Source: an optimization exercise on an open RTL-to-GDS flow (aim: small area, a short achievable clock period and few clock cycles per item). Production flows keep margins and buffers that such runs may drop.
No functional check of the RTL was part of any run shown here.
No activity file was given, so power comes from the tool's default toggle rates.

==> flow/design.v (outline; a module is shown in full before it is edited, if it fits) <==
// module array_mul_top: 1785 lines
// module mul_fa: 4 lines
// module mul_ha: 4 lines
module array_mul_top (
   input  logic        clk,
   input  logic        arst_n,
   input  logic        in_valid,
   input  logic        para_mode,
   input  logic [15:0] a,
   input  logic [15:0] b,
   output logic        out_valid,
   output logic [31:0] p
);
  // ...
==> flow/run.sh <==
#!/bin/bash
# synth_recipe.tcl (not shown) runs the flow's synth.tcl, then flattens the netlist and writes it again
# the make line also repeats each setting of config.mk as NAME=value (left out here)
make -C /OpenROAD-flow-scripts/flow DESIGN_CONFIG=/design/flow/config.mk WORK_HOME=/design/flow/orfs CLKGATE_MAP_FILE= SYNTH_SCRIPT=/design/flow/synth_recipe.tcl finish
==> flow/config.mk <==
export PLATFORM = sky130hd
export DESIGN_NAME = array_mul_top
export DESIGN_NICKNAME = array_mul_top
export VERILOG_FILES = /design/flow/design.v
export SDC_FILE = /design/flow/constraint.sdc
export NUM_CORES = 4
export LEC_CHECK = 0
export CAP_MARGIN = 20
export CORE_MARGIN = 2
export CORE_UTILIZATION = 40
export SETUP_SLACK_MARGIN = 3
export SLEW_MARGIN = 20
export SYNTH_HIERARCHICAL = 1
export SYNTH_MINIMUM_KEEP_SIZE = 0
==> flow/constraint.sdc <==
create_clock -name core_clock -period 6.0 [get_ports {clk}]
set_input_delay 1.2000 -clock core_clock [delete_from_list [all_inputs] [get_ports {clk}]]
set_output_delay 1.2000 -clock core_clock [all_outputs]
set_load 0.01 [all_outputs]
==> flow_metrics.py, run 1 <==
metrics = {
    "status": {
        "status": "finished clean",
    },
    "final_layout": {
        "nets": 1221,
        "seq_share": 0.118,
        "final_cell_mix": "nand2_1, fa_2, buf_4",
        "fillers": 1758,
    },
    "synthesis": {
        "ys_seq_elements": 68,
        "synth_top_family_by_area": "adder cells",
        "synth_common_cells": "nand2_1, fa_1, dfxtp_1",
        "synth_edf_count": 0,
        "synth.most_common_cell": "nand2_1",
    },
    "placed_design": {
        "place_ws_ps": 668,
        "port_buffers": 68,
    },
    "timing": {
        "rsz0062_at_grt": "yes",
    },
    "power": {
        "p_seq_frac": 0.141,
    },
    "critical_path": {
        "arrival_ps": 3420,
        "cp.depth": 12,
    },
    "cts": {
        "clock_sinks": 68,
        "clk_pin_slew_ps": 60,
    },
    "die": {
        "core-area_sq_um": 20900,
        "ios": 69,
        "die_w_microns": 149,
    },
    "global_routing": {
        "grt_pass1_wl_mm": 35.3,
        "grt_pass1_vias": 6828,
    },
    "detailed_routing": {
        "routed_via_density": 5.09,
        "ant_nets": 0,
    },
}
==> inputs of run 2 (changes only) <==
--- a/flow/design.v
+++ b/flow/design.v
@@ -924,83 +924,145 @@
    logic sm24;
    logic sm25;
    logic sm26;
    logic sm27;
    logic sm28;
    logic sm29;
    logic sm30;
    logic sm31;
-   logic hc8_q1;
+   logic hc4_q1;
+   logic hs5_q1;
+   logic hc5_q1;
+   logic fs19_q1;
+   logic fs20_q1;
+   logic fc20_q1;
+   logic fs27_q1;
+   logic fc27_q1;
+   logic fc34_q1;
+   logic fs35_q1;
+   logic fc35_q1;
+   logic fs42_q1;
    logic fs43_q1;
-   logic fs44_q1;
-   logic fc44_q1;
-   logic fs54_q1;
-   logic fc54_q1;
-   logic fs65_q1;
-   logic fc65_q1;
-   logic fs77_q1;
-   logic fc77_q1;
+   logic fc43_q1;
+   logic fs52_q1;
+   logic fs53_q1;
+   logic fc53_q1;
+   logic fs63_q1;
+   logic fs64_q1;
+   logic fc64_q1;
+   logic fs75_q1;
+   logic fs76_q1;
+   logic fc76_q1;
+   logic fs88_q1;
+   logic fc88_q1;
+   logic fs89_q1;
    logic fc89_q1;
-   logic fs90_q1;
-   logic fc90_q1;
+   logic fs99_q1;
+   logic fs100_q1;
    logic fs101_q1;
-   logic fs102_q1;
-   logic fc102_q1;
-   logic fs115_q1;
-   logic fc115_q1;
+   logic fc101_q1;
+   logic fs113_q1;
+   logic fc113_q1;
+   logic fs114_q1;
+   logic fc114_q1;
+   logic fs125_q1;
    logic fs126_q1;
-   logic fs127_q1;
-   logic fc127_q1;
+   logic fc126_q1;
+   logic fs135_q1;
+   logic fs136_q1;
+   logic fc136_q1;
    logic fs137_q1;
-   logic fs138_q1;
-   logic fc138_q1;
+   logic fc137_q1;
+   logic fs146_q1;
    logic fs147_q1;
    logic fc147_q1;
-   logic fs148_q1;
-   logic fc148_q1;
    logic fs157_q1;
-   logic fs166_q1;
-   logic fc166_q1;
-   logic fs173_q1;
-   logic fc173_q1;
-   logic fs179_q1;
-   logic fc179_q1;
-   logic fs184_q1;
-   logic fc184_q1;
+   logic fc157_q1;
+   logic fs164_q1;
+   logic fs165_q1;
+   logic fc165_q1;
+   logic fs171_q1;
+   logic fs172_q1;
+   logic fc172_q1;
+   logic fs177_q1;
+   logic fc177_q1;
+   logic fs178_q1;
+   logic fc178_q1;
+   logic fs183_q1;
    logic fs188_q1;
+   logic fc188_q1;
+   logic fs191_q1;
+   logic fc191_q1;
+   logic fs193_q1;
    logic p0_q1;
+   logic p0_q2;
    logic p1_q1;
-   logic p7_q1;
-   logic g8_q1;
-   logic p8_q1;
-   logic g9_q1;
-   logic p9_q1;
-   logic g10_q1;
-   logic p10_q1;
-   logic g27_q1;
-   logic p27_q1;
-   logic g28_q1;
-   logic p28_q1;
+   logic p1_q2;
+   logic g6_q1;
+   logic p6_q1;
+   logic p21_q2;
+   logic p22_q2;
+   logic p23_q2;
+   logic p24_q2;
+   logic p25_q2;
+   logic p26_q2;
+   logic p27_q2;
+   logic p28_q2;
+   logic g29_q1;
    logic p29_q1;
+   logic p29_q2;
    logic g30_q1;
    logic p30_q1;
+   logic p30_q2;
    logic cg2_q1;
-   logic cg3_q1;
-   logic cp3_q1;
-   logic cg14_q1;
-   logic cp14_q1;
+   logic cp2_q1;
    logic cg17_q1;
-   logic cp19_q1;
-   logic cg34_q1;
+   logic cg55_q2;
+   logic cg56_q2;
+   logic cp56_q2;
+   logic cg57_q2;
+   logic cp57_q2;
+   logic cg58_q2;
+   logic cp58_q2;
+   logic cg59_q2;
+   logic cp59_q2;
+   logic cg60_q2;
+   logic cp60_q2;
+   logic cg61_q2;
+   logic cp61_q2;
+   logic cg62_q2;
+   logic cp62_q2;
+   logic cg68_q2;
+   logic cg69_q2;
+   logic cg70_q2;
+   logic cg71_q2;
    logic sm2_q1;
+   logic sm2_q2;
    logic sm3_q1;
+   logic sm3_q2;
    logic sm4_q1;
+   logic sm4_q2;
    logic sm5_q1;
-   logic sm6_q1;
+   logic sm5_q2;
+   logic sm6_q2;
+   logic sm7_q2;
+   logic sm8_q2;
+   logic sm9_q2;
+   logic sm10_q2;
+   logic sm11_q2;
+   logic sm12_q2;
+   logic sm13_q2;
+   logic sm14_q2;
+   logic sm15_q2;
+   logic sm16_q2;
+   logic sm17_q2;
+   logic sm18_q2;
+   logic sm19_q2;
+   logic sm20_q2;
    assign pp_0_0 = ~(a0 & b0);
    assign pp_0_1 = ~(a1 & b0);
    assign pp_0_2 = ~(a2 & b0);
    assign pp_0_3 = ~(a3 & b0);
    assign pp_0_4 = ~(a4 & b0);
    assign pp_0_5 = ~(a5 & b0);
    assign pp_0_6 = ~(a6 & b0);
    assign pp_0_7 = ~(a7 & b0);
@@ -1256,17 +1318,17 @@
    mul_fa u_fa0 (.x(pp_0_3), .y(pp_1_2), .z(pp_2_1), .s(fs0), .c(fc0));
    mul_fa u_ha1 (.x(pp_3_0), .y(hc0), .z(1'b1), .s(hs1), .c(hc1));
    mul_fa u_fa1 (.x(pp_0_4), .y(pp_1_3), .z(pp_2_2), .s(fs1), .c(fc1));
    mul_fa u_fa2 (.x(pp_3_1), .y(pp_4_0), .z(fc0), .s(fs2), .c(fc2));
    mul_fa u_ha2 (.x(fs1), .y(hc1), .z(1'b1), .s(hs2), .c(hc2));
    mul_fa u_fa3 (.x(pp_0_5), .y(pp_1_4), .z(pp_2_3), .s(fs3), .c(fc3));
    mul_fa u_fa4 (.x(pp_3_2), .y(pp_4_1), .z(pp_5_0), .s(fs4), .c(fc4));
    mul_fa u_fa5 (.x(fc1), .y(fs3), .z(fs4), .s(fs5), .c(fc5));
-   mul_fa u_ha3 (.x(fc2), .y(fs5), .z(1'b1), .s(hs3), .c(hc3));
+   mul_fa u_ha3 (.x(hc2), .y(fc2), .z(1'b1), .s(hs3), .c(hc3));
    mul_fa u_fa6 (.x(pp_0_6), .y(pp_1_5), .z(pp_2_4), .s(fs6), .c(fc6));
    mul_fa u_fa7 (.x(pp_3_3), .y(pp_4_2), .z(pp_5_1), .s(fs7), .c(fc7));
    mul_fa u_fa8 (.x(pp_6_0), .y(fc3), .z(fc4), .s(fs8), .c(fc8));
    mul_fa u_fa9 (.x(fs6), .y(fs7), .z(fc5), .s(fs9), .c(fc9));
    mul_fa u_ha4 (.x(fs8), .y(hc3), .z(1'b1), .s(hs4), .c(hc4));
    mul_fa u_fa10 (.x(pp_0_7), .y(pp_1_6), .z(pp_2_5), .s(fs10), .c(fc10));
    mul_fa u_fa11 (.x(pp_3_4), .y(pp_4_3), .z(pp_5_2), .s(fs11), .c(fc11));
    mul_fa u_fa12 (.x(pp_6_1), .y(pp_7_0), .z(fc6), .s(fs12), .c(fc12));
@@ -1274,189 +1336,189 @@
    mul_fa u_fa14 (.x(fc8), .y(fs12), .z(fs13), .s(fs14), .c(fc14));
    mul_fa u_ha5 (.x(fc9), .y(fs14), .z(1'b1), .s(hs5), .c(hc5));
    mul_fa u_fa15 (.x(pp_0_8), .y(pp_1_7), .z(pp_2_6), .s(fs15), .c(fc15));
    mul_fa u_fa16 (.x(pp_3_5), .y(pp_4_4), .z(pp_5_3), .s(fs16), .c(fc16));
    mul_fa u_fa17 (.x(pp_6_2), .y(pp_7_1), .z(pp_8_0), .s(fs17), .c(fc17));
    mul_fa u_fa18 (.x(fc10), .y(fc11), .z(fs15), .s(fs18), .c(fc18));
    mul_fa u_fa19 (.x(fs16), .y(fs17), .z(fc12), .s(fs19), .c(fc19));
    mul_fa u_fa20 (.x(fc13), .y(fs18), .z(fc14), .s(fs20), .c(fc20));
-   mul_fa u_ha6 (.x(fs19), .y(hc5), .z(1'b1), .s(hs6), .c(hc6));
+   mul_fa u_ha6 (.x(fs19_q1), .y(hc5_q1), .z(1'b1), .s(hs6), .c(hc6));
    mul_fa u_fa21 (.x(pp_0_9), .y(pp_1_8), .z(pp_2_7), .s(fs21), .c(fc21));
    mul_fa u_fa22 (.x(pp_3_6), .y(pp_4_5), .z(pp_5_4), .s(fs22), .c(fc22));
    mul_fa u_fa23 (.x(pp_6_3), .y(pp_7_2), .z(pp_8_1), .s(fs23), .c(fc23));
    mul_fa u_fa24 (.x(pp_9_0), .y(fc15), .z(fc16), .s(fs24), .c(fc24));
    mul_fa u_fa25 (.x(fc17), .y(fs21), .z(fs22), .s(fs25), .c(fc25));
    mul_fa u_fa26 (.x(fs23), .y(fc18), .z(fs24), .s(fs26), .c(fc26));
    mul_fa u_fa27 (.x(fs25), .y(fc19), .z(fs26), .s(fs27), .c(fc27));
-   mul_fa u_ha7 (.x(fc20), .y(fs27), .z(1'b1), .s(hs7), .c(hc7));
+   mul_fa u_ha7 (.x(fc20_q1), .y(fs27_q1), .z(1'b1), .s(hs7), .c(hc7));
    mul_fa u_fa28 (.x(pp_0_10), .y(pp_1_9), .z(pp_2_8), .s(fs28), .c(fc28));
    mul_fa u_fa29 (.x(pp_3_7), .y(pp_4_6), .z(pp_5_5), .s(fs29), .c(fc29));
    mul_fa u_fa30 (.x(pp_6_4), .y(pp_7_3), .z(pp_8_2), .s(fs30), .c(fc30));
    mul_fa u_fa31 (.x(pp_9_1), .y(pp_10_0), .z(fc21), .s(fs31), .c(fc31));
    mul_fa u_fa32 (.x(fc22), .y(fc23), .z(fs28), .s(fs32), .c(fc32));
    mul_fa u_fa33 (.x(fs29), .y(fs30), .z(fc24), .s(fs33), .c(fc33));
    mul_fa u_fa34 (.x(fc25), .y(fs31), .z(fs32), .s(fs34), .c(fc34));
    mul_fa u_fa35 (.x(fc26), .y(fs33), .z(fs34), .s(fs35), .c(fc35));
-   mul_fa u_ha8 (.x(fc27), .y(fs35), .z(1'b1), .s(hs8), .c(hc8));
+   mul_fa u_ha8 (.x(fc27_q1), .y(fs35_q1), .z(1'b1), .s(hs8), .c(hc8));
    mul_fa u_fa36 (.x(pp_0_11), .y(pp_1_10), .z(pp_2_9), .s(fs36), .c(fc36));
    mul_fa u_fa37 (.x(pp_3_8), .y(pp_4_7), .z(pp_5_6), .s(fs37), .c(fc37));
    mul_fa u_fa38 (.x(pp_6_5), .y(pp_7_4), .z(pp_8_3), .s(fs38), .c(fc38));
    mul_fa u_fa39 (.x(pp_9_2), .y(pp_10_1), .z(pp_11_0), .s(fs39), .c(fc39));
    mul_fa u_fa40 (.x(fc28), .y(fc29), .z(fc30), .s(fs40), .c(fc40));
    mul_fa u_fa41 (.x(fs36), .y(fs37), .z(fs38), .s(fs41), .c(fc41));
    mul_fa u_fa42 (.x(fs39), .y(fc31), .z(fc32), .s(fs42), .c(fc42));
    mul_fa u_fa43 (.x(fs40), .y(fs41), .z(fc33), .s(fs43), .c(fc43));
-   mul_fa u_fa44 (.x(fc34), .y(fs42), .z(fc35), .s(fs44), .c(fc44));
-   mul_fa u_ha9 (.x(fs43_q1), .y(hc8_q1), .z(1'b1), .s(hs9), .c(hc9));
+   mul_fa u_fa44 (.x(fc34_q1), .y(fs42_q1), .z(fc35_q1), .s(fs44), .c(fc44));
+   mul_fa u_ha9 (.x(fs43_q1), .y(hc8), .z(1'b1), .s(hs9), .c(hc9));
    mul_fa u_fa45 (.x(pp_0_12), .y(pp_1_11), .z(pp_2_10), .s(fs45), .c(fc45));
    mul_fa u_fa46 (.x(pp_3_9), .y(pp_4_8), .z(pp_5_7), .s(fs46), .c(fc46));
    mul_fa u_fa47 (.x(pp_6_6), .y(pp_7_5), .z(pp_8_4), .s(fs47), .c(fc47));
    mul_fa u_fa48 (.x(pp_9_3), .y(pp_10_2), .z(pp_11_1), .s(fs48), .c(fc48));
    mul_fa u_fa49 (.x(pp_12_0), .y(fc36), .z(fc37), .s(fs49), .c(fc49));
    mul_fa u_fa50 (.x(fc38), .y(fc39), .z(fs45), .s(fs50), .c(fc50));
    mul_fa u_fa51 (.x(fs46), .y(fs47), .z(fs48), .s(fs51), .c(fc51));
    mul_fa u_fa52 (.x(fc40), .y(fc41), .z(fs49), .s(fs52), .c(fc52));
    mul_fa u_fa53 (.x(fs50), .y(fs51), .z(fc42), .s(fs53), .c(fc53));
-   mul_fa u_fa54 (.x(fs52), .y(fc43), .z(fs53), .s(fs54), .c(fc54));
-   mul_fa u_ha10 (.x(fc44_q1), .y(fs54_q1), .z(1'b1), .s(hs10), .c(hc10));
+   mul_fa u_fa54 (.x(fs52_q1), .y(fc43_q1), .z(fs53_q1), .s(fs54), .c(fc54));
+   mul_fa u_ha10 (.x(fc44), .y(fs54), .z(1'b1), .s(hs10), .c(hc10));
    mul_fa u_fa55 (.x(pp_0_13), .y(pp_1_12), .z(pp_2_11), .s(fs55), .c(fc55));
    mul_fa u_fa56 (.x(pp_3_10), .y(pp_4_9), .z(pp_5_8), .s(fs56), .c(fc56));
    mul_fa u_fa57 (.x(pp_6_7), .y(pp_7_6), .z(pp_8_5), .s(fs57), .c(fc57));
    mul_fa u_fa58 (.x(pp_9_4), .y(pp_10_3), .z(pp_11_2), .s(fs58), .c(fc58));
    mul_fa u_fa59 (.x(pp_12_1), .y(pp_13_0), .z(fc45), .s(fs59), .c(fc59));
    mul_fa u_fa60 (.x(fc46), .y(fc47), .z(fc48), .s(fs60), .c(fc60));
    mul_fa u_fa61 (.x(fs55), .y(fs56), .z(fs57), .s(fs61), .c(fc61));
    mul_fa u_fa62 (.x(fs58), .y(fc49), .z(fc50), .s(fs62), .c(fc62));
    mul_fa u_fa63 (.x(fc51), .y(fs59), .z(fs60), .s(fs63), .c(fc63));
    mul_fa u_fa64 (.x(fs61), .y(fc52), .z(fs62), .s(fs64), .c(fc64));
-   mul_fa u_fa65 (.x(fs63), .y(fc53), .z(fs64), .s(fs65), .c(fc65));
-   mul_fa u_ha11 (.x(fc54_q1), .y(fs65_q1), .z(1'b1), .s(hs11), .c(hc11));
+   mul_fa u_fa65 (.x(fs63_q1), .y(fc53_q1), .z(fs64_q1), .s(fs65), .c(fc65));
+   mul_fa u_ha11 (.x(fc54), .y(fs65), .z(1'b1), .s(hs11), .c(hc11));
    mul_fa u_fa66 (.x(pp_0_14), .y(pp_1_13), .z(pp_2_12), .s(fs66), .c(fc66));
    mul_fa u_fa67 (.x(pp_3_11), .y(pp_4_10), .z(pp_5_9), .s(fs67), .c(fc67));
    mul_fa u_fa68 (.x(pp_6_8), .y(pp_7_7), .z(pp_8_6), .s(fs68), .c(fc68));
    mul_fa u_fa69 (.x(pp_9_5), .y(pp_10_4), .z(pp_11_3), .s(fs69), .c(fc69));
    mul_fa u_fa70 (.x(pp_12_2), .y(pp_13_1), .z(pp_14_0), .s(fs70), .c(fc70));
    mul_fa u_fa71 (.x(fc55), .y(fc56), .z(fc57), .s(fs71), .c(fc71));
    mul_fa u_fa72 (.x(fc58), .y(fs66), .z(fs67), .s(fs72), .c(fc72));
    mul_fa u_fa73 (.x(fs68), .y(fs69), .z(fs70), .s(fs73), .c(fc73));
    mul_fa u_fa74 (.x(fc59), .y(fc60), .z(fc61), .s(fs74), .c(fc74));
    mul_fa u_fa75 (.x(fs71), .y(fs72), .z(fs73), .s(fs75), .c(fc75));
    mul_fa u_fa76 (.x(fc62), .y(fc63), .z(fs74), .s(fs76), .c(fc76));
-   mul_fa u_fa77 (.x(fs75), .y(fc64), .z(fs76), .s(fs77), .c(fc77));
-   mul_fa u_ha12 (.x(fc65_q1), .y(fs77_q1), .z(1'b1), .s(hs12), .c(hc12));
+   mul_fa u_fa77 (.x(fs75_q1), .y(fc64_q1), .z(fs76_q1), .s(fs77), .c(fc77));
+   mul_fa u_ha12 (.x(fc65), .y(fs77), .z(1'b1), .s(hs12), .c(hc12));
    mul_fa u_fa78 (.x(pp_0_15), .y(pp_1_14), .z(pp_2_13), .s(fs78), .c(fc78));
    mul_fa u_fa79 (.x(pp_3_12), .y(pp_4_11), .z(pp_5_10), .s(fs79), .c(fc79));
    mul_fa u_fa80 (.x(pp_6_9), .y(pp_7_8), .z(pp_8_7), .s(fs80), .c(fc80));
    mul_fa u_fa81 (.x(pp_9_6), .y(pp_10_5), .z(pp_11_4), .s(fs81), .c(fc81));
    mul_fa u_fa82 (.x(pp_12_3), .y(pp_13_2), .z(pp_14_1), .s(fs82), .c(fc82));
    mul_fa u_fa83 (.x(pp_15_0), .y(fc66), .z(fc67), .s(fs83), .c(fc83));
    mul_fa u_fa84 (.x(fc68), .y(fc69), .z(fc70), .s(fs84), .c(fc84));
    mul_fa u_fa85 (.x(fs78), .y(fs79), .z(fs80), .s(fs85), .c(fc85));
    mul_fa u_fa86 (.x(fs81), .y(fs82), .z(fc71), .s(fs86), .c(fc86));
    mul_fa u_fa87 (.x(fc72), .y(fc73), .z(fs83), .s(fs87), .c(fc87));
    mul_fa u_fa88 (.x(fs84), .y(fs85), .z(fc74), .s(fs88), .c(fc88));
    mul_fa u_fa89 (.x(fc75), .y(fs86), .z(fs87), .s(fs89), .c(fc89));
-   mul_fa u_fa90 (.x(fc76), .y(fs88), .z(fs89), .s(fs90), .c(fc90));
-   mul_fa u_ha13 (.x(fc77_q1), .y(fs90_q1), .z(1'b1), .s(hs13), .c(hc13));
+   mul_fa u_fa90 (.x(fc76_q1), .y(fs88_q1), .z(fs89_q1), .s(fs90), .c(fc90));
+   mul_fa u_ha13 (.x(fc77), .y(fs90), .z(1'b1), .s(hs13), .c(hc13));
    mul_fa u_fa91 (.x(pp_1_15), .y(pp_2_14), .z(pp_3_13), .s(fs91), .c(fc91));
    mul_fa u_fa92 (.x(pp_4_12), .y(pp_5_11), .z(pp_6_10), .s(fs92), .c(fc92));
    mul_fa u_fa93 (.x(pp_7_9), .y(pp_8_8), .z(pp_9_7), .s(fs93), .c(fc93));
    mul_fa u_fa94 (.x(pp_10_6), .y(pp_11_5), .z(pp_12_4), .s(fs94), .c(fc94));
    mul_fa u_fa95 (.x(pp_13_3), .y(pp_14_2), .z(pp_15_1), .s(fs95), .c(fc95));
    mul_fa u_fa96 (.x(fc78), .y(fc79), .z(fc80), .s(fs96), .c(fc96));
    mul_fa u_fa97 (.x(fc81), .y(fc82), .z(fs91), .s(fs97), .c(fc97));
    mul_fa u_fa98 (.x(fs92), .y(fs93), .z(fs94), .s(fs98), .c(fc98));
    mul_fa u_fa99 (.x(fs95), .y(fc83), .z(fc84), .s(fs99), .c(fc99));
    mul_fa u_fa100 (.x(fc85), .y(fs96), .z(fs97), .s(fs100), .c(fc100));
    mul_fa u_fa101 (.x(fs98), .y(fc86), .z(fc87), .s(fs101), .c(fc101));
-   mul_fa u_fa102 (.x(fs99), .y(fs100), .z(fc88), .s(fs102), .c(fc102));
-   mul_fa u_fa103 (.x(fc89_q1), .y(fs101_q1), .z(fc90_q1), .s(fs103), .c(fc103));
-   mul_fa u_ha14 (.x(fs102_q1), .y(hc13), .z(1'b1), .s(hs14), .c(hc14));
+   mul_fa u_fa102 (.x(fs99_q1), .y(fs100_q1), .z(fc88_q1), .s(fs102), .c(fc102));
+   mul_fa u_fa103 (.x(fc89_q1), .y(fs101_q1), .z(fc90), .s(fs103), .c(fc103));
+   mul_fa u_ha14 (.x(fs102), .y(hc13), .z(1'b1), .s(hs14), .c(hc14));
    mul_fa u_fa104 (.x(pp_2_15), .y(pp_3_14), .z(pp_4_13), .s(fs104), .c(fc104));
    mul_fa u_fa105 (.x(pp_5_12), .y(pp_6_11), .z(pp_7_10), .s(fs105), .c(fc105));
    mul_fa u_fa106 (.x(pp_8_9), .y(pp_9_8), .z(pp_10_7), .s(fs106), .c(fc106));
    mul_fa u_fa107 (.x(pp_11_6), .y(pp_12_5), .z(pp_13_4), .s(fs107), .c(fc107));
    mul_fa u_fa108 (.x(pp_14_3), .y(pp_15_2), .z(fc91), .s(fs108), .c(fc108));
    mul_fa u_fa109 (.x(fc92), .y(fc93), .z(fc94), .s(fs109), .c(fc109));
    mul_fa u_fa110 (.x(fc95), .y(fs104), .z(fs105), .s(fs110), .c(fc110));
    mul_fa u_fa111 (.x(fs106), .y(fs107), .z(fc96), .s(fs111), .c(fc111));
    mul_fa u_fa112 (.x(fc97), .y(fc98), .z(fs108), .s(fs112), .c(fc112));
    mul_fa u_fa113 (.x(fs109), .y(fs110), .z(fc99), .s(fs113), .c(fc113));
    mul_fa u_fa114 (.x(fc100), .y(fs111), .z(fs112), .s(fs114), .c(fc114));
-   mul_fa u_fa115 (.x(fc101), .y(fs113), .z(fs114), .s(fs115), .c(fc115));
-   mul_fa u_fa116 (.x(fc102_q1), .y(fs115_q1), .z(fc103), .s(fs116), .c(fc116));
+   mul_fa u_fa115 (.x(fc101_q1), .y(fs113_q1), .z(fs114_q1), .s(fs115), .c(fc115));
+   mul_fa u_fa116 (.x(fc102), .y(fs115), .z(fc103), .s(fs116), .c(fc116));
    mul_fa u_fa117 (.x(pp_3_15), .y(pp_4_14), .z(pp_5_13), .s(fs117), .c(fc117));
    mul_fa u_fa118 (.x(pp_6_12), .y(pp_7_11), .z(pp_8_10), .s(fs118), .c(fc118));
    mul_fa u_fa119 (.x(pp_9_9), .y(pp_10_8), .z(pp_11_7), .s(fs119), .c(fc119));
    mul_fa u_fa120 (.x(pp_12_6), .y(pp_13_5), .z(pp_14_4), .s(fs120), .c(fc120));
    mul_fa u_fa121 (.x(pp_15_3), .y(fc104), .z(fc105), .s(fs121), .c(fc121));
    mul_fa u_fa122 (.x(fc106), .y(fc107), .z(fs117), .s(fs122), .c(fc122));
    mul_fa u_fa123 (.x(fs118), .y(fs119), .z(fs120), .s(fs123), .c(fc123));
    mul_fa u_fa124 (.x(fc108), .y(fc109), .z(fc110), .s(fs124), .c(fc124));
    mul_fa u_fa125 (.x(fs121), .y(fs122), .z(fs123), .s(fs125), .c(fc125));
    mul_fa u_fa126 (.x(fc111), .y(fc112), .z(fs124), .s(fs126), .c(fc126));
-   mul_fa u_fa127 (.x(fs125), .y(fc113), .z(fc114), .s(fs127), .c(fc127));
-   mul_fa u_fa128 (.x(fs126_q1), .y(fc115_q1), .z(fs127_q1), .s(fs128), .c(fc128));
+   mul_fa u_fa127 (.x(fs125_q1), .y(fc113_q1), .z(fc114_q1), .s(fs127), .c(fc127));
+   mul_fa u_fa128 (.x(fs126_q1), .y(fc115), .z(fs127), .s(fs128), .c(fc128));
    mul_fa u_fa129 (.x(pp_4_15), .y(pp_5_14), .z(pp_6_13), .s(fs129), .c(fc129));
    mul_fa u_fa130 (.x(pp_7_12), .y(pp_8_11), .z(pp_9_10), .s(fs130), .c(fc130));
    mul_fa u_fa131 (.x(pp_10_9), .y(pp_11_8), .z(pp_12_7), .s(fs131), .c(fc131));
    mul_fa u_fa132 (.x(pp_13_6), .y(pp_14_5), .z(pp_15_4), .s(fs132), .c(fc132));
    mul_fa u_fa133 (.x(fc117), .y(fc118), .z(fc119), .s(fs133), .c(fc133));
    mul_fa u_fa134 (.x(fc120), .y(fs129), .z(fs130), .s(fs134), .c(fc134));
    mul_fa u_fa135 (.x(fs131), .y(fs132), .z(fc121), .s(fs135), .c(fc135));
    mul_fa u_fa136 (.x(fc122), .y(fc123), .z(fs133), .s(fs136), .c(fc136));
    mul_fa u_fa137 (.x(fs134), .y(fc124), .z(fc125), .s(fs137), .c(fc137));
-   mul_fa u_fa138 (.x(fs135), .y(fs136), .z(fc126), .s(fs138), .c(fc138));
-   mul_fa u_fa139 (.x(fs137_q1), .y(fc127_q1), .z(fs138_q1), .s(fs139), .c(fc139));
+   mul_fa u_fa138 (.x(fs135_q1), .y(fs136_q1), .z(fc126_q1), .s(fs138), .c(fc138));
+   mul_fa u_fa139 (.x(fs137_q1), .y(fc127), .z(fs138), .s(fs139), .c(fc139));
    mul_fa u_fa140 (.x(pp_5_15), .y(pp_6_14), .z(pp_7_13), .s(fs140), .c(fc140));
    mul_fa u_fa141 (.x(pp_8_12), .y(pp_9_11), .z(pp_10_10), .s(fs141), .c(fc141));
    mul_fa u_fa142 (.x(pp_11_9), .y(pp_12_8), .z(pp_13_7), .s(fs142), .c(fc142));
    mul_fa u_fa143 (.x(pp_14_6), .y(pp_15_5), .z(fc129), .s(fs143), .c(fc143));
    mul_fa u_fa144 (.x(fc130), .y(fc131), .z(fc132), .s(fs144), .c(fc144));
    mul_fa u_fa145 (.x(fs140), .y(fs141), .z(fs142), .s(fs145), .c(fc145));
    mul_fa u_fa146 (.x(fc133), .y(fc134), .z(fs143), .s(fs146), .c(fc146));
    mul_fa u_fa147 (.x(fs144), .y(fs145), .z(fc135), .s(fs147), .c(fc147));
-   mul_fa u_fa148 (.x(fc136), .y(fs146), .z(fc137), .s(fs148), .c(fc148));
-   mul_fa u_fa149 (.x(fs147_q1), .y(fc138_q1), .z(fs148_q1), .s(fs149), .c(fc149));
+   mul_fa u_fa148 (.x(fc136_q1), .y(fs146_q1), .z(fc137_q1), .s(fs148), .c(fc148));
+   mul_fa u_fa149 (.x(fs147_q1), .y(fc138), .z(fs148), .s(fs149), .c(fc149));
    mul_fa u_fa150 (.x(pp_6_15), .y(pp_7_14), .z(pp_8_13), .s(fs150), .c(fc150));
    mul_fa u_fa151 (.x(pp_9_12), .y(pp_10_11), .z(pp_11_10), .s(fs151), .c(fc151));
    mul_fa u_fa152 (.x(pp_12_9), .y(pp_13_8), .z(pp_14_7), .s(fs152), .c(fc152));
    mul_fa u_fa153 (.x(pp_15_6), .y(fc140), .z(fc141), .s(fs153), .c(fc153));
    mul_fa u_fa154 (.x(fc142), .y(fs150), .z(fs151), .s(fs154), .c(fc154));
    mul_fa u_fa155 (.x(fs152), .y(fc143), .z(fc144), .s(fs155), .c(fc155));
    mul_fa u_fa156 (.x(fc145), .y(fs153), .z(fs154), .s(fs156), .c(fc156));
    mul_fa u_fa157 (.x(fc146), .y(fs155), .z(fs156), .s(fs157), .c(fc157));
-   mul_fa u_fa158 (.x(fc147_q1), .y(fs157_q1), .z(fc148_q1), .s(fs158), .c(fc158));
+   mul_fa u_fa158 (.x(fc147_q1), .y(fs157_q1), .z(fc148), .s(fs158), .c(fc158));
    mul_fa u_fa159 (.x(pp_7_15), .y(pp_8_14), .z(pp_9_13), .s(fs159), .c(fc159));
    mul_fa u_fa160 (.x(pp_10_12), .y(pp_11_11), .z(pp_12_10), .s(fs160), .c(fc160));
    mul_fa u_fa161 (.x(pp_13_9), .y(pp_14_8), .z(pp_15_7), .s(fs161), .c(fc161));
    mul_fa u_fa162 (.x(fc150), .y(fc151), .z(fc152), .s(fs162), .c(fc162));
    mul_fa u_fa163 (.x(fs159), .y(fs160), .z(fs161), .s(fs163), .c(fc163));
    mul_fa u_fa164 (.x(fc153), .y(fc154), .z(fs162), .s(fs164), .c(fc164));
    mul_fa u_fa165 (.x(fs163), .y(fc155), .z(fc156), .s(fs165), .c(fc165));
-   mul_fa u_fa166 (.x(fs164), .y(fc157), .z(fs165), .s(fs166), .c(fc166));
+   mul_fa u_fa166 (.x(fs164_q1), .y(fc157_q1), .z(fs165_q1), .s(fs166), .c(fc166));
    mul_fa u_fa167 (.x(pp_8_15), .y(pp_9_14), .z(pp_10_13), .s(fs167), .c(fc167));
    mul_fa u_fa168 (.x(pp_11_12), .y(pp_12_11), .z(pp_13_10), .s(fs168), .c(fc168));
    mul_fa u_fa169 (.x(pp_14_9), .y(pp_15_8), .z(fc159), .s(fs169), .c(fc169));
    mul_fa u_fa170 (.x(fc160), .y(fc161), .z(fs167), .s(fs170), .c(fc170));
    mul_fa u_fa171 (.x(fs168), .y(fc162), .z(fc163), .s(fs171), .c(fc171));
    mul_fa u_fa172 (.x(fs169), .y(fs170), .z(fc164), .s(fs172), .c(fc172));
-   mul_fa u_fa173 (.x(fs171), .y(fc165), .z(fs172), .s(fs173), .c(fc173));
+   mul_fa u_fa173 (.x(fs171_q1), .y(fc165_q1), .z(fs172_q1), .s(fs173), .c(fc173));
    mul_fa u_fa174 (.x(pp_9_15), .y(pp_10_14), .z(pp_11_13), .s(fs174), .c(fc174));
    mul_fa u_fa175 (.x(pp_12_12), .y(pp_13_11), .z(pp_14_10), .s(fs175), .c(fc175));
    mul_fa u_fa176 (.x(pp_15_9), .y(fc167), .z(fc168), .s(fs176), .c(fc176));
    mul_fa u_fa177 (.x(fs174), .y(fs175), .z(fc169), .s(fs177), .c(fc177));
    mul_fa u_fa178 (.x(fc170), .y(fs176), .z(fc171), .s(fs178), .c(fc178));
-   mul_fa u_fa179 (.x(fs177), .y(fc172), .z(fs178), .s(fs179), .c(fc179));
+   mul_fa u_fa179 (.x(fs177_q1), .y(fc172_q1), .z(fs178_q1), .s(fs179), .c(fc179));
    mul_fa u_fa180 (.x(pp_10_15), .y(pp_11_14), .z(pp_12_13), .s(fs180), .c(fc180));
    mul_fa u_fa181 (.x(pp_13_12), .y(pp_14_11), .z(pp_15_10), .s(fs181), .c(fc181));
    mul_fa u_fa182 (.x(fc174), .y(fc175), .z(fs180), .s(fs182), .c(fc182));
    mul_fa u_fa183 (.x(fs181), .y(fc176), .z(fs182), .s(fs183), .c(fc183));
-   mul_fa u_fa184 (.x(fc177), .y(fs183), .z(fc178), .s(fs184), .c(fc184));
+   mul_fa u_fa184 (.x(fc177_q1), .y(fs183_q1), .z(fc178_q1), .s(fs184), .c(fc184));
    mul_fa u_fa185 (.x(pp_11_15), .y(pp_12_14), .z(pp_13_13), .s(fs185), .c(fc185));
    mul_fa u_fa186 (.x(pp_14_12), .y(pp_15_11), .z(fc180), .s(fs186), .c(fc186));
    mul_fa u_fa187 (.x(fc181), .y(fs185), .z(fc182), .s(fs187), .c(fc187));
    mul_fa u_fa188 (.x(fs186), .y(fc183), .z(fs187), .s(fs188), .c(fc188));
    mul_fa u_fa189 (.x(pp_12_15), .y(pp_13_14), .z(pp_14_13), .s(fs189), .c(fc189));
    mul_fa u_fa190 (.x(pp_15_12), .y(fc185), .z(fs189), .s(fs190), .c(fc190));
    mul_fa u_fa191 (.x(fc186), .y(fs190), .z(fc187), .s(fs191), .c(fc191));
    mul_fa u_fa192 (.x(pp_13_15), .y(pp_14_14), .z(pp_15_13), .s(fs192), .c(fc192));
@@ -1464,32 +1526,32 @@
    mul_fa u_fa194 (.x(pp_14_15), .y(pp_15_14), .z(fc192), .s(fs194), .c(fc194));
    assign p0 = ~pp_0_0;
    assign g1 = pp_0_1 & pp_1_0;
    assign p1 = pp_0_1 ^ pp_1_0;
    assign g2 = pp_2_0 & hs0;
    assign p2 = pp_2_0 ^ hs0;
    assign g3 = fs0 & hs1;
    assign p3 = fs0 ^ hs1;
-   assign g4 = fs2 & hs2;
-   assign p4 = fs2 ^ hs2;
-   assign g5 = hc2 & hs3;
-   assign p5 = hc2 ^ hs3;
+   assign g4 = hs2 & fs2;
+   assign p4 = hs2 ^ fs2;
+   assign g5 = fs5 & hs3;
+   assign p5 = fs5 ^ hs3;
    assign g6 = fs9 & hs4;
    assign p6 = fs9 ^ hs4;
-   assign g7 = hc4 & hs5;
-   assign p7 = hc4 ^ hs5;
-   assign g8 = fs20 & hs6;
-   assign p8 = fs20 ^ hs6;
+   assign g7 = hc4_q1 & hs5_q1;
+   assign p7 = hc4_q1 ^ hs5_q1;
+   assign g8 = fs20_q1 & hs6;
+   assign p8 = fs20_q1 ^ hs6;
    assign g9 = hc6 & hs7;
    assign p9 = hc6 ^ hs7;
    assign g10 = hc7 & hs8;
    assign p10 = hc7 ^ hs8;
-   assign g11 = fs44_q1 & hs9;
-   assign p11 = fs44_q1 ^ hs9;
+   assign g11 = fs44 & hs9;
+   assign p11 = fs44 ^ hs9;
    assign g12 = hc9 & hs10;
    assign p12 = hc9 ^ hs10;
    assign g13 = hc10 & hs11;
    assign p13 = hc10 ^ hs11;
    assign g14 = hc11 & hs12;
    assign p14 = hc11 ^ hs12;
    assign g15 = hc12 & hs13;
    assign p15 = hc12 ^ hs13;
@@ -1500,71 +1562,71 @@
    assign g18 = fs128 & fc116;
    assign p18 = fs128 ^ fc116;
    assign g19 = fc128 & fs139;
    assign p19 = fc128 ^ fs139;
    assign g20 = fc139 & fs149;
    assign p20 = fc139 ^ fs149;
    assign g21 = fc149 & fs158;
    assign p21 = fc149 ^ fs158;
-   assign g22 = fs166_q1 & fc158;
-   assign p22 = fs166_q1 ^ fc158;
-   assign g23 = fc166_q1 & fs173_q1;
-   assign p23 = fc166_q1 ^ fs173_q1;
-   assign g24 = fc173_q1 & fs179_q1;
-   assign p24 = fc173_q1 ^ fs179_q1;
-   assign g25 = fc179_q1 & fs184_q1;
-   assign p25 = fc179_q1 ^ fs184_q1;
-   assign g26 = fs188_q1 & fc184_q1;
-   assign p26 = fs188_q1 ^ fc184_q1;
-   assign g27 = fc188 & fs191;
-   assign p27 = fc188 ^ fs191;
-   assign g28 = fs193 & fc191;
-   assign p28 = fs193 ^ fc191;
+   assign g22 = fs166 & fc158;
+   assign p22 = fs166 ^ fc158;
+   assign g23 = fc166 & fs173;
+   assign p23 = fc166 ^ fs173;
+   assign g24 = fc173 & fs179;
+   assign p24 = fc173 ^ fs179;
+   assign g25 = fc179 & fs184;
+   assign p25 = fc179 ^ fs184;
+   assign g26 = fs188_q1 & fc184;
+   assign p26 = fs188_q1 ^ fc184;
+   assign g27 = fc188_q1 & fs191_q1;
+   assign p27 = fc188_q1 ^ fs191_q1;
+   assign g28 = fs193_q1 & fc191_q1;
+   assign p28 = fs193_q1 ^ fc191_q1;
    assign g29 = fs194 & fc193;
    assign p29 = fs194 ^ fc193;
    assign g30 = pp_15_15 & fc194;
    assign p30 = pp_15_15 ^ fc194;
    assign cg0 = g1 | p1;
    assign cg1 = g3 | (p3 & g2);
    assign cp1 = p3 & p2;
    assign cg2 = g5 | (p5 & g4);
    assign cp2 = p5 & p4;
-   assign cg3 = g7 | (p7 & g6);
-   assign cp3 = p7 & p6;
-   assign cg4 = g9_q1 | (p9_q1 & g8_q1);
-   assign cp4 = p9_q1 & p8_q1;
-   assign cg5 = g11 | (p11 & g10_q1);
-   assign cp5 = p11 & p10_q1;
+   assign cg3 = g7 | (p7 & g6_q1);
+   assign cp3 = p7 & p6_q1;
+   assign cg4 = g9 | (p9 & g8);
+   assign cp4 = p9 & p8;
+   assign cg5 = g11 | (p11 & g10);
+   assign cp5 = p11 & p10;
    assign cg6 = g13 | (p13 & g12);
    assign cp6 = p13 & p12;
    assign cg7 = g15 | (p15 & g14);
    assign cp7 = p15 & p14;
    assign cg8 = g17 | (p17 & g16);
    assign cp8 = p17 & p16;
    assign cg9 = g19 | (p19 & g18);
    assign cp9 = p19 & p18;
    assign cg10 = g21 | (p21 & g20);
    assign cp10 = p21 & p20;
    assign cg11 = g23 | (p23 & g22);
    assign cp11 = p23 & p22;
    assign cg12 = g25 | (p25 & g24);
    assign cp12 = p25 & p24;
-   assign cg13 = g27_q1 | (p27_q1 & g26);
-   assign cp13 = p27_q1 & p26;
-   assign cg14 = g29 | (p29 & g28);
-   assign cp14 = p29 & p28;
+   assign cg13 = g27 | (p27 & g26);
+   assign cp13 = p27 & p26;
+   assign cg14 = g29_q1 | (p29_q1 & g28);
+   assign cp14 = p29_q1 & p28;
    assign cg16 = g2 | (p2 & cg0);
    assign cg17 = cg1 | (cp1 & cg0);
-   assign cg18 = g6 | (p6 & cg2);
-   assign cp18 = p6 & cp2;
-   assign cg19 = cg3_q1 | (cp3_q1 & cg2_q1);
-   assign cp19 = cp3 & cp2;
-   assign cg20 = g10_q1 | (p10_q1 & cg4);
-   assign cp20 = p10_q1 & cp4;
+   assign cg18 = g6_q1 | (p6_q1 & cg2_q1);
+   assign cp18 = p6_q1 & cp2_q1;
+   assign cg19 = cg3 | (cp3 & cg2_q1);
+   assign cp19 = cp3 & cp2_q1;
+   assign cg20 = g10 | (p10 & cg4);
+   assign cp20 = p10 & cp4;
    assign cg21 = cg5 | (cp5 & cg4);
    assign cp21 = cp5 & cp4;
    assign cg22 = g14 | (p14 & cg6);
    assign cp22 = p14 & cp6;
    assign cg23 = cg7 | (cp7 & cg6);
    assign cp23 = cp7 & cp6;
    assign cg24 = g18 | (p18 & cg8);
    assign cp24 = p18 & cp8;
@@ -1573,45 +1635,45 @@
    assign cg26 = g22 | (p22 & cg10);
    assign cp26 = p22 & cp10;
    assign cg27 = cg11 | (cp11 & cg10);
    assign cp27 = cp11 & cp10;
    assign cg28 = g26 | (p26 & cg12);
    assign cp28 = p26 & cp12;
    assign cg29 = cg13 | (cp13 & cg12);
    assign cp29 = cp13 & cp12;
-   assign cg30 = g30_q1 | (p30_q1 & cg14_q1);
-   assign cp30 = p30_q1 & cp14_q1;
+   assign cg30 = g30_q1 | (p30_q1 & cg14);
+   assign cp30 = p30_q1 & cp14;
    assign cg32 = g4 | (p4 & cg17);
-   assign cg33 = cg2 | (cp2 & cg17);
-   assign cg34 = cg18 | (cp18 & cg17);
-   assign cg35 = cg19 | (cp19_q1 & cg17_q1);
+   assign cg33 = cg2_q1 | (cp2_q1 & cg17_q1);
+   assign cg34 = cg18 | (cp18 & cg17_q1);
+   assign cg35 = cg19 | (cp19 & cg17_q1);
    assign cg36 = g12 | (p12 & cg21);
    assign cp36 = p12 & cp21;
    assign cg37 = cg6 | (cp6 & cg21);
    assign cp37 = cp6 & cp21;
    assign cg38 = cg22 | (cp22 & cg21);
    assign cp38 = cp22 & cp21;
    assign cg39 = cg23 | (cp23 & cg21);
    assign cp39 = cp23 & cp21;
    assign cg40 = g20 | (p20 & cg25);
    assign cp40 = p20 & cp25;
    assign cg41 = cg10 | (cp10 & cg25);
    assign cp41 = cp10 & cp25;
    assign cg42 = cg26 | (cp26 & cg25);
    assign cp42 = cp26 & cp25;
    assign cg43 = cg27 | (cp27 & cg25);
    assign cp43 = cp27 & cp25;
-   assign cg44 = g28_q1 | (p28_q1 & cg29);
-   assign cp44 = p28_q1 & cp29;
-   assign cg45 = cg14_q1 | (cp14_q1 & cg29);
-   assign cp45 = cp14_q1 & cp29;
+   assign cg44 = g28 | (p28 & cg29);
+   assign cp44 = p28 & cp29;
+   assign cg45 = cg14 | (cp14 & cg29);
+   assign cp45 = cp14 & cp29;
    assign cg46 = cg30 | (cp30 & cg29);
    assign cp46 = cp30 & cp29;
-   assign cg48 = g8_q1 | (p8_q1 & cg35);
+   assign cg48 = g8 | (p8 & cg35);
    assign cg49 = cg4 | (cp4 & cg35);
    assign cg50 = cg20 | (cp20 & cg35);
    assign cg51 = cg21 | (cp21 & cg35);
    assign cg52 = cg36 | (cp36 & cg35);
    assign cg53 = cg37 | (cp37 & cg35);
    assign cg54 = cg38 | (cp38 & cg35);
    assign cg55 = cg39 | (cp39 & cg35);
    assign cg56 = g24 | (p24 & cg43);
@@ -1631,152 +1693,214 @@
    assign cg64 = g16 | (p16 & cg55);
    assign cg65 = cg8 | (cp8 & cg55);
    assign cg66 = cg24 | (cp24 & cg55);
    assign cg67 = cg25 | (cp25 & cg55);
    assign cg68 = cg40 | (cp40 & cg55);
    assign cg69 = cg41 | (cp41 & cg55);
    assign cg70 = cg42 | (cp42 & cg55);
    assign cg71 = cg43 | (cp43 & cg55);
-   assign cg72 = cg56 | (cp56 & cg55);
-   assign cg73 = cg57 | (cp57 & cg55);
-   assign cg74 = cg58 | (cp58 & cg55);
-   assign cg75 = cg59 | (cp59 & cg55);
-   assign cg76 = cg60 | (cp60 & cg55);
-   assign cg77 = cg61 | (cp61 & cg55);
-   assign cg78 = cg62 | (cp62 & cg55);
+   assign cg72 = cg56_q2 | (cp56_q2 & cg55_q2);
+   assign cg73 = cg57_q2 | (cp57_q2 & cg55_q2);
+   assign cg74 = cg58_q2 | (cp58_q2 & cg55_q2);
+   assign cg75 = cg59_q2 | (cp59_q2 & cg55_q2);
+   assign cg76 = cg60_q2 | (cp60_q2 & cg55_q2);
+   assign cg77 = cg61_q2 | (cp61_q2 & cg55_q2);
+   assign cg78 = cg62_q2 | (cp62_q2 & cg55_q2);
    assign sm2 = ~(p2 ^ cg0);
    assign sm3 = ~(p3 ^ cg16);
    assign sm4 = ~(p4 ^ cg17);
    assign sm5 = ~(p5 ^ cg32);
-   assign sm6 = ~(p6 ^ cg33);
-   assign sm7 = ~(p7_q1 ^ cg34_q1);
-   assign sm8 = ~(p8_q1 ^ cg35);
-   assign sm9 = ~(p9_q1 ^ cg48);
-   assign sm10 = ~(p10_q1 ^ cg49);
+   assign sm6 = ~(p6_q1 ^ cg33);
+   assign sm7 = ~(p7 ^ cg34);
+   assign sm8 = ~(p8 ^ cg35);
+   assign sm9 = ~(p9 ^ cg48);
+   assign sm10 = ~(p10 ^ cg49);
    assign sm11 = ~(p11 ^ cg50);
    assign sm12 = ~(p12 ^ cg51);
    assign sm13 = ~(p13 ^ cg52);
    assign sm14 = ~(p14 ^ cg53);
    assign sm15 = ~(p15 ^ cg54);
    assign sm16 = ~(p16 ^ cg55);
    assign sm17 = ~(p17 ^ cg64);
    assign sm18 = ~(p18 ^ cg65);
    assign sm19 = ~(p19 ^ cg66);
    assign sm20 = ~(p20 ^ cg67);
-   assign sm21 = ~(p21 ^ cg68);
-   assign sm22 = ~(p22 ^ cg69);
-   assign sm23 = ~(p23 ^ cg70);
-   assign sm24 = ~(p24 ^ cg71);
-   assign sm25 = ~(p25 ^ cg72);
-   assign sm26 = ~(p26 ^ cg73);
-   assign sm27 = ~(p27_q1 ^ cg74);
-   assign sm28 = ~(p28_q1 ^ cg75);
-   assign sm29 = ~(p29_q1 ^ cg76);
-   assign sm30 = ~(p30_q1 ^ cg77);
+   assign sm21 = ~(p21_q2 ^ cg68_q2);
+   assign sm22 = ~(p22_q2 ^ cg69_q2);
+   assign sm23 = ~(p23_q2 ^ cg70_q2);
+   assign sm24 = ~(p24_q2 ^ cg71_q2);
+   assign sm25 = ~(p25_q2 ^ cg72);
+   assign sm26 = ~(p26_q2 ^ cg73);
+   assign sm27 = ~(p27_q2 ^ cg74);
+   assign sm28 = ~(p28_q2 ^ cg75);
+   assign sm29 = ~(p29_q2 ^ cg76);
+   assign sm30 = ~(p30_q2 ^ cg77);
    assign sm31 = ~cg78;
    always_ff @(posedge clk) begin
-      hc8_q1 <= hc8;
+      hc4_q1 <= hc4;
+      hs5_q1 <= hs5;
+      hc5_q1 <= hc5;
+      fs19_q1 <= fs19;
+      fs20_q1 <= fs20;
+      fc20_q1 <= fc20;
+      fs27_q1 <= fs27;
+      fc27_q1 <= fc27;
+      fc34_q1 <= fc34;
+      fs35_q1 <= fs35;
+      fc35_q1 <= fc35;
+      fs42_q1 <= fs42;
       fs43_q1 <= fs43;
-      fs44_q1 <= fs44;
-      fc44_q1 <= fc44;
-      fs54_q1 <= fs54;
-      fc54_q1 <= fc54;
-      fs65_q1 <= fs65;
-      fc65_q1 <= fc65;
-      fs77_q1 <= fs77;
-      fc77_q1 <= fc77;
+      fc43_q1 <= fc43;
+      fs52_q1 <= fs52;
+      fs53_q1 <= fs53;
+      fc53_q1 <= fc53;
+      fs63_q1 <= fs63;
+      fs64_q1 <= fs64;
+      fc64_q1 <= fc64;
+      fs75_q1 <= fs75;
+      fs76_q1 <= fs76;
+      fc76_q1 <= fc76;
+      fs88_q1 <= fs88;
+      fc88_q1 <= fc88;
+      fs89_q1 <= fs89;
       fc89_q1 <= fc89;
-      fs90_q1 <= fs90;
-      fc90_q1 <= fc90;
+      fs99_q1 <= fs99;
+      fs100_q1 <= fs100;
       fs101_q1 <= fs101;
-      fs102_q1 <= fs102;
-      fc102_q1 <= fc102;
-      fs115_q1 <= fs115;
-      fc115_q1 <= fc115;
+      fc101_q1 <= fc101;
+      fs113_q1 <= fs113;
+      fc113_q1 <= fc113;
+      fs114_q1 <= fs114;
+      fc114_q1 <= fc114;
+      fs125_q1 <= fs125;
       fs126_q1 <= fs126;
-      fs127_q1 <= fs127;
-      fc127_q1 <= fc127;
+      fc126_q1 <= fc126;
+      fs135_q1 <= fs135;
+      fs136_q1 <= fs136;
+      fc136_q1 <= fc136;
       fs137_q1 <= fs137;
-      fs138_q1 <= fs138;
-      fc138_q1 <= fc138;
+      fc137_q1 <= fc137;
+      fs146_q1 <= fs146;
       fs147_q1 <= fs147;
       fc147_q1 <= fc147;
-      fs148_q1 <= fs148;
-      fc148_q1 <= fc148;
       fs157_q1 <= fs157;
-      fs166_q1 <= fs166;
-      fc166_q1 <= fc166;
-      fs173_q1 <= fs173;
-      fc173_q1 <= fc173;
-      fs179_q1 <= fs179;
-      fc179_q1 <= fc179;
-      fs184_q1 <= fs184;
-      fc184_q1 <= fc184;
+      fc157_q1 <= fc157;
+      fs164_q1 <= fs164;
+      fs165_q1 <= fs165;
+      fc165_q1 <= fc165;
+      fs171_q1 <= fs171;
+      fs172_q1 <= fs172;
+      fc172_q1 <= fc172;
+      fs177_q1 <= fs177;
+      fc177_q1 <= fc177;
+      fs178_q1 <= fs178;
+      fc178_q1 <= fc178;
+      fs183_q1 <= fs183;
       fs188_q1 <= fs188;
+      fc188_q1 <= fc188;
+      fs191_q1 <= fs191;
+      fc191_q1 <= fc191;
+      fs193_q1 <= fs193;
       p0_q1 <= p0;
+      p0_q2 <= p0_q1;
       p1_q1 <= p1;
-      p7_q1 <= p7;
-      g8_q1 <= g8;
-      p8_q1 <= p8;
-      g9_q1 <= g9;
-      p9_q1 <= p9;
-      g10_q1 <= g10;
-      p10_q1 <= p10;
-      g27_q1 <= g27;
-      p27_q1 <= p27;
-      g28_q1 <= g28;
-      p28_q1 <= p28;
+      p1_q2 <= p1_q1;
+      g6_q1 <= g6;
+      p6_q1 <= p6;
+      p21_q2 <= p21;
+      p22_q2 <= p22;
+      p23_q2 <= p23;
+      p24_q2 <= p24;
+      p25_q2 <= p25;
+      p26_q2 <= p26;
+      p27_q2 <= p27;
+      p28_q2 <= p28;
+      g29_q1 <= g29;
       p29_q1 <= p29;
+      p29_q2 <= p29_q1;
       g30_q1 <= g30;
       p30_q1 <= p30;
+      p30_q2 <= p30_q1;
       cg2_q1 <= cg2;
-      cg3_q1 <= cg3;
-      cp3_q1 <= cp3;
-      cg14_q1 <= cg14;
-      cp14_q1 <= cp14;
+      cp2_q1 <= cp2;
       cg17_q1 <= cg17;
-      cp19_q1 <= cp19;
-      cg34_q1 <= cg34;
+      cg55_q2 <= cg55;
+      cg56_q2 <= cg56;
+      cp56_q2 <= cp56;
+      cg57_q2 <= cg57;
+      cp57_q2 <= cp57;
+      cg58_q2 <= cg58;
+      cp58_q2 <= cp58;
+      cg59_q2 <= cg59;
+      cp59_q2 <= cp59;
+      cg60_q2 <= cg60;
+      cp60_q2 <= cp60;
+      cg61_q2 <= cg61;
+      cp61_q2 <= cp61;
+      cg62_q2 <= cg62;
+      cp62_q2 <= cp62;
+      cg68_q2 <= cg68;
+      cg69_q2 <= cg69;
+      cg70_q2 <= cg70;
+      cg71_q2 <= cg71;
       sm2_q1 <= sm2;
+      sm2_q2 <= sm2_q1;
       sm3_q1 <= sm3;
+      sm3_q2 <= sm3_q1;
       sm4_q1 <= sm4;
+      sm4_q2 <= sm4_q1;
       sm5_q1 <= sm5;
-      sm6_q1 <= sm6;
+      sm5_q2 <= sm5_q1;
+      sm6_q2 <= sm6;
+      sm7_q2 <= sm7;
+      sm8_q2 <= sm8;
+      sm9_q2 <= sm9;
+      sm10_q2 <= sm10;
+      sm11_q2 <= sm11;
+      sm12_q2 <= sm12;
+      sm13_q2 <= sm13;
+      sm14_q2 <= sm14;
+      sm15_q2 <= sm15;
+      sm16_q2 <= sm16;
+      sm17_q2 <= sm17;
+      sm18_q2 <= sm18;
+      sm19_q2 <= sm19;
+      sm20_q2 <= sm20;
    end
-   logic [0:0] vld;
+   logic [1:0] vld;
    always_ff @(posedge clk or negedge arst_n) begin
       if (!arst_n) begin
          vld <= '0;
       end else begin
-         vld <= in_valid;
+         vld <= {vld[0:0], in_valid};
       end
    end
-   assign out_valid = vld[0];
-   assign p[0] = p0_q1;
-   assign p[1] = p1_q1;
-   assign p[2] = sm2_q1;
-   assign p[3] = sm3_q1;
-   assign p[4] = sm4_q1;
-   assign p[5] = sm5_q1;
-   assign p[6] = sm6_q1;
-   assign p[7] = sm7;
-   assign p[8] = sm8;
-   assign p[9] = sm9;
-   assign p[10] = sm10;
-   assign p[11] = sm11;
-   assign p[12] = sm12;
-   assign p[13] = sm13;
-   assign p[14] = sm14;
-   assign p[15] = sm15;
-   assign p[16] = sm16;
-   assign p[17] = sm17;
-   assign p[18] = sm18;
-   assign p[19] = sm19;
-   assign p[20] = sm20;
+   assign out_valid = vld[1];
+   assign p[0] = p0_q2;
+   assign p[1] = p1_q2;
+   assign p[2] = sm2_q2;
+   assign p[3] = sm3_q2;
+   assign p[4] = sm4_q2;
+   assign p[5] = sm5_q2;
+   assign p[6] = sm6_q2;
+   assign p[7] = sm7_q2;
+   assign p[8] = sm8_q2;
+   assign p[9] = sm9_q2;
+   assign p[10] = sm10_q2;
+   assign p[11] = sm11_q2;
+   assign p[12] = sm12_q2;
+   assign p[13] = sm13_q2;
+   assign p[14] = sm14_q2;
+   assign p[15] = sm15_q2;
+   assign p[16] = sm16_q2;
+   assign p[17] = sm17_q2;
+   assign p[18] = sm18_q2;
+   assign p[19] = sm19_q2;
+   assign p[20] = sm20_q2;
    assign p[21] = sm21;
    assign p[22] = sm22;
    assign p[23] = sm23;
    assign p[24] = sm24;
    assign p[25] = sm25;
    assign p[26] = sm26;
    assign p[27] = sm27;
    assign p[28] = sm28;
==> flow/config.mk (replaced) <==
export PLATFORM = sky130hd
export DESIGN_NAME = array_mul_top
export DESIGN_NICKNAME = array_mul_top
export VERILOG_FILES = /design/flow/design.v
export SDC_FILE = /design/flow/constraint.sdc
export NUM_CORES = 4
export LEC_CHECK = 0
export CAP_MARGIN = 20
export CORE_MARGIN = 2
export CORE_UTILIZATION = 40
export SETUP_SLACK_MARGIN = 2.8
export SLEW_MARGIN = 20
export SYNTH_HIERARCHICAL = 1
export SYNTH_MINIMUM_KEEP_SIZE = 0
==> flow_metrics.py, run 2 <==
metrics = {
    "min_path": {
        "min_path_cells": 0,
        "hold_end": "p1_q2$_DFF_P_",
        "min_from": "p1_q1$_DFF_P_",
        "hp-class": "flip-flop to flip-flop",
    },
    "cts": {
        "clock_sinks": 131,
        "ctsHoldBuffers": 0,
        "cts_buffers": 17,
        "cts_tree": "done",
        "clock_path_buffers": 2,
        "clk_latency_ps": 430,
        "clock-root-buffer": "clkbuf_16",
        "clk_pin_slew_ps": 70,
        "htreeDepth": 4,
    },
    "synthesis": {
        "ys_seq_elements": 131,
        "seq_area_frac_synth": 0.268,
        "synth_top_family_by_area": "adder cells",
        "synth_area_leader_cell": "fa_1",
        "synth_compound_area_frac": 0.0435,
        "syn_inst": 886,
        "synth_area_leaders": "fa_1, dfxtp_1, nand2_1, ha_1, buf_4",
        "synth-simple-area-share": 0.141,
        "synthXorXnorAreaFrac": 0.0196,
        "netlist.area_leader.share": 0.437,
        "syn_area_sq_um": 9810,
        "avgSynthCellArea_sq_um": 11.1,
        "synth_cell_type_count": 46,
        "synth.most_common_cell": "nand2_1",
        "synth_common_cells": "nand2_1, fa_1, dfxtp_1",
        "synth_edf_count": 0,
        "ys.flop_type": "dfxtp_1",
        "synth.area.mux_share": 0,
        "ys_warn_count": 7,
        "ys_async_sr_fraction": 0.0153,
        "synthAdderAreaFrac": 0.475,
    },
    "critical_path": {
        "crit_path_frequent_cell": "fa_1",
        "cp-end-kind": "flip-flop",
        "timing.rr.start": "fs88_q1$_DFF_P_",
        "ff2ff_setup_slack_ps": 2910,
        "reg2reg_to": "cg62_q2$_DFF_P_",
        "arrival_ps": 3630,
        "critical_path.max_stage_delay_ps": 540,
        "r2r_cells": 10,
        "critPathKind": "input port to flip-flop",
        "start_kind": "input port",
        "cp.required_ps": 6300,
        "crit_chain": "buf_16 -> nor2b_4 -> buf_12 -> nand2_2 -> fa_1 -> fa_1 -> fa_1 -> fa_2",
        "crit_fanout": 8,
        "slowest_stage": "fa_1",
    },
    "placed_design": {
        "place_inst": 1201,
        "gp_congestion": 0.830,
        "dp_hpwl_mm": 16.7,
        "postPlaceCellArea_sq_um": 10800,
        "port_buffers": 68,
    },
    "power": {
        "vdd_drop_max_uv": 320,
        "clkPwrFrac": 0.166,
        "p_per_area_nw_per_um2": 506,
        "power_switching_uw": 2600,
        "swShare": 0.408,
        "p_seq_frac": 0.220,
        "internal_power_uw": 3780,
        "leakagePower_uw": 0.00460,
        "p_comb_frac": 0.614,
    },
    "global_routing": {
        "antenna_found_initial": 0,
        "grt_pass1_wl_mm": 38.6,
        "grt_max_degree": 17,
        "track_usage": 0.195,
        "grt_pass1_vias": 7288,
        "grt-ovfl-total": 0,
    },
    "detailed_routing": {
        "drc": 0,
        "finalWirelength_mm": 23.5,
        "wire_per_inst_microns": 18.0,
        "vias": 6552,
        "ant_nets": 0,
        "drtPass1Iterations": 6,
        "routed_via_density": 5.02,
        "drt_iter0_drc": 458,
    },
    "final_layout": {
        "fin_util": 0.522,
        "fillers": 2028,
        "largest_register_ffs": 2,
        "seqCellArea_sq_um": 2640,
        "nets": 1248,
        "regMostFlops": "vld",
        "drive_above_1_share": 0.353,
        "final_cells": 1305,
        "multiInputGateArea_sq_um": 7390,
        "final_common_cell": "nand2_1",
        "diodes": 0,
        "area_delta_synth_final_pct": 28.7,
        "final_cell_mix": "nand2_1, dfxtp_1, fa_2",
        "final_area_sq_um": 12600,
    },
    "timing": {
        "hold_viol": 0,
        "timing.final.crit_share": 0.554,
        "whs_ps": 328,
        "max_freq_ghz": 0.301,
        "setup_violations": 0,
        "fin_tns_setup_ps": 0,
        "period_minus_slack_ps": 3320,
        "finalMaxSlewViolations": 0,
        "clock_skew_ps": 13.1,
        "rsz0062_at_grt": "yes",
    },
    "die": {
        "core-area_sq_um": 24200,
        "fp-row-count": 57,
        "fp.dieArea_sq_um": 25800,
        "ios": 69,
        "chipHeight_microns": 161,
        "die_w_microns": 161,
        "initial_core_util": 0.406,
    },
    "status": {
        "status": "finished clean",
    },
    "job": {
        "cap_violations": 0,
    },
}
run 2: changes by cell type in the layout (fill, tap and decap cells not counted), sizes merged, moves of 5 or more:
cell	before	now
buf	176	105
clkbuf	10	19
inv	13	21
a21oi	11	22
xnor2	14	9
clkdlybuf4s50	15	35
dfxtp	67	129
xor2	7	13
run 2: Yosys stat by module, one instance, submodules excluded:
| module | cells inside | flip-flops and latches | cell area [sq um] | times used |
|---|---|---|---|---|
| array_mul_top | 676 | 131 | 5610 | 1 |
| mul_fa | 1 | 0 | 20.0 | 210 |
run 2: critical path, delay by kind of cell:
family | cells | cell delay, ps
adder cells (fa/ha/maj) | 4 | 1930
buffers and inverters | 2 | 270
AND/OR/NAND/NOR | 2 | 220
run 2: how the worst max path moves through the flow:
| stage | from | end | slack (ps) | cells past startpoint |
|---|---|---|---|---|
| after floorplan | a[10] | fs35_q1$_DFF_P_ | 2360 | 8 |
| after global placement | para_mode | fs35_q1$_DFF_P_ | 1140 | 7 |
| after detailed placement | para_mode | fs35_q1$_DFF_P_ | 1120 | 7 |
| after CTS | a[1] | p6_q1$_DFF_P_ | 2610 | 8 |
| after global routing | para_mode | fs89_q1$_DFF_P_ | 2640 | 9 |
| final | para_mode | fs35_q1$_DFF_P_ | 2680 | 8 |
run 2: per-stage QoR:
step / worst slack, ps / total power [uW]
finish: 2680 / 6390
global route: 2640 / 6980
floorplan: 2360 / 4090
global placement: 1140 / 4860
detailed placement: 1120 / 4900
CTS: 2610 / 6310
run 2: cell type report:
type / instances / share of cell area
Clock inverter: 15 / 0.0128
Inverter: 11 / 0.00327
Clock buffer: 17 / 0.0337
Sequential cell: 131 / 0.209
Tap cell: 324 / 0.0321
Timing Repair Buffer: 144 / 0.125
Multi-Input combinational cell: 663 / 0.585
run 2: power by group through the flow:
stage | Sequential [uW] | Combinational, uW | Clock [uW]
3_3_place_gp | 1420 | 3440 | 0
3_5_place_dp | 1430 | 3470 | 0
4_1_cts | 1410 | 3810 | 1090
2_1_floorplan | 1390 | 2700 | 0
6_report | 1400 | 3920 | 1060
5_1_grt | 1440 | 4410 | 1130
run 2: routing by layer:
metal / share of wire / up-vias / track usage
met3: 0.062 / 48 / 0.0403
met5: 0 / - / 0
met4: 0.021 / 0 / 0.0655
met1: 0.40 / 3383 / 0.242
met2: 0.51 / 273 / 0.340
li1: - / 2848 / -
run 2: kinds of logic after synthesis:
family                   count (synthesis)
AO/OA/AOI/OAI                           55
flip-flops                             131
buffers and inverters                  106
adder cells (fa/ha/maj)                244
XOR/XNOR                                22
AND/OR/NAND/NOR                        327
other                                    1
run 2: repair_timing:
action | 4_1_cts | 5_1_grt
setup buffers | 49 | 21
pin swaps | 73 | 61
endpoints found under the setup margin | 89 | 45
cloned | 2 | 0
resized for setup | 319 | 58

==> re-timing with driven ports <==
The results above use ideal ports. As a check the final layouts listed here were re-extracted and re-timed, cells and wires unchanged. Step 1 (the two cells are an assumption about what drives the block):
set clk [get_ports {clk}]
set_driving_cell -lib_cell sky130_fd_sc_hd__clkbuf_16 $clk
set_driving_cell -lib_cell sky130_fd_sc_hd__buf_2 [delete_from_list [all_inputs] $clk]
Step 2 moves the port delays by t, midway between the first and last clock arrival at a register: inputs arrive t later, outputs are due t later. That takes back most of the time a late clock gives input paths. a / b / c = ideal ports / drivers / drivers and shift; a / b = the first two.
run | t (ns) | setup slack, ns | worst setup path after step 2 | clock arrival spread, ns | slew at the worst register clock pin (ns)
run 1 | 0.392 | 1.384 / 1.338 / 1.446 | input to register | 0.011 / 0.011 | 0.06 / 0.06
run 2 | 0.462 | 2.678 / 2.612 / 2.150 | input to register | 0.014 / 0.014 | 0.07 / 0.07
After both steps every run listed still meets setup and hold. The setup slack of run 2, which loses most, moves by -0.066 ns with the drivers and by -0.528 ns with both steps.
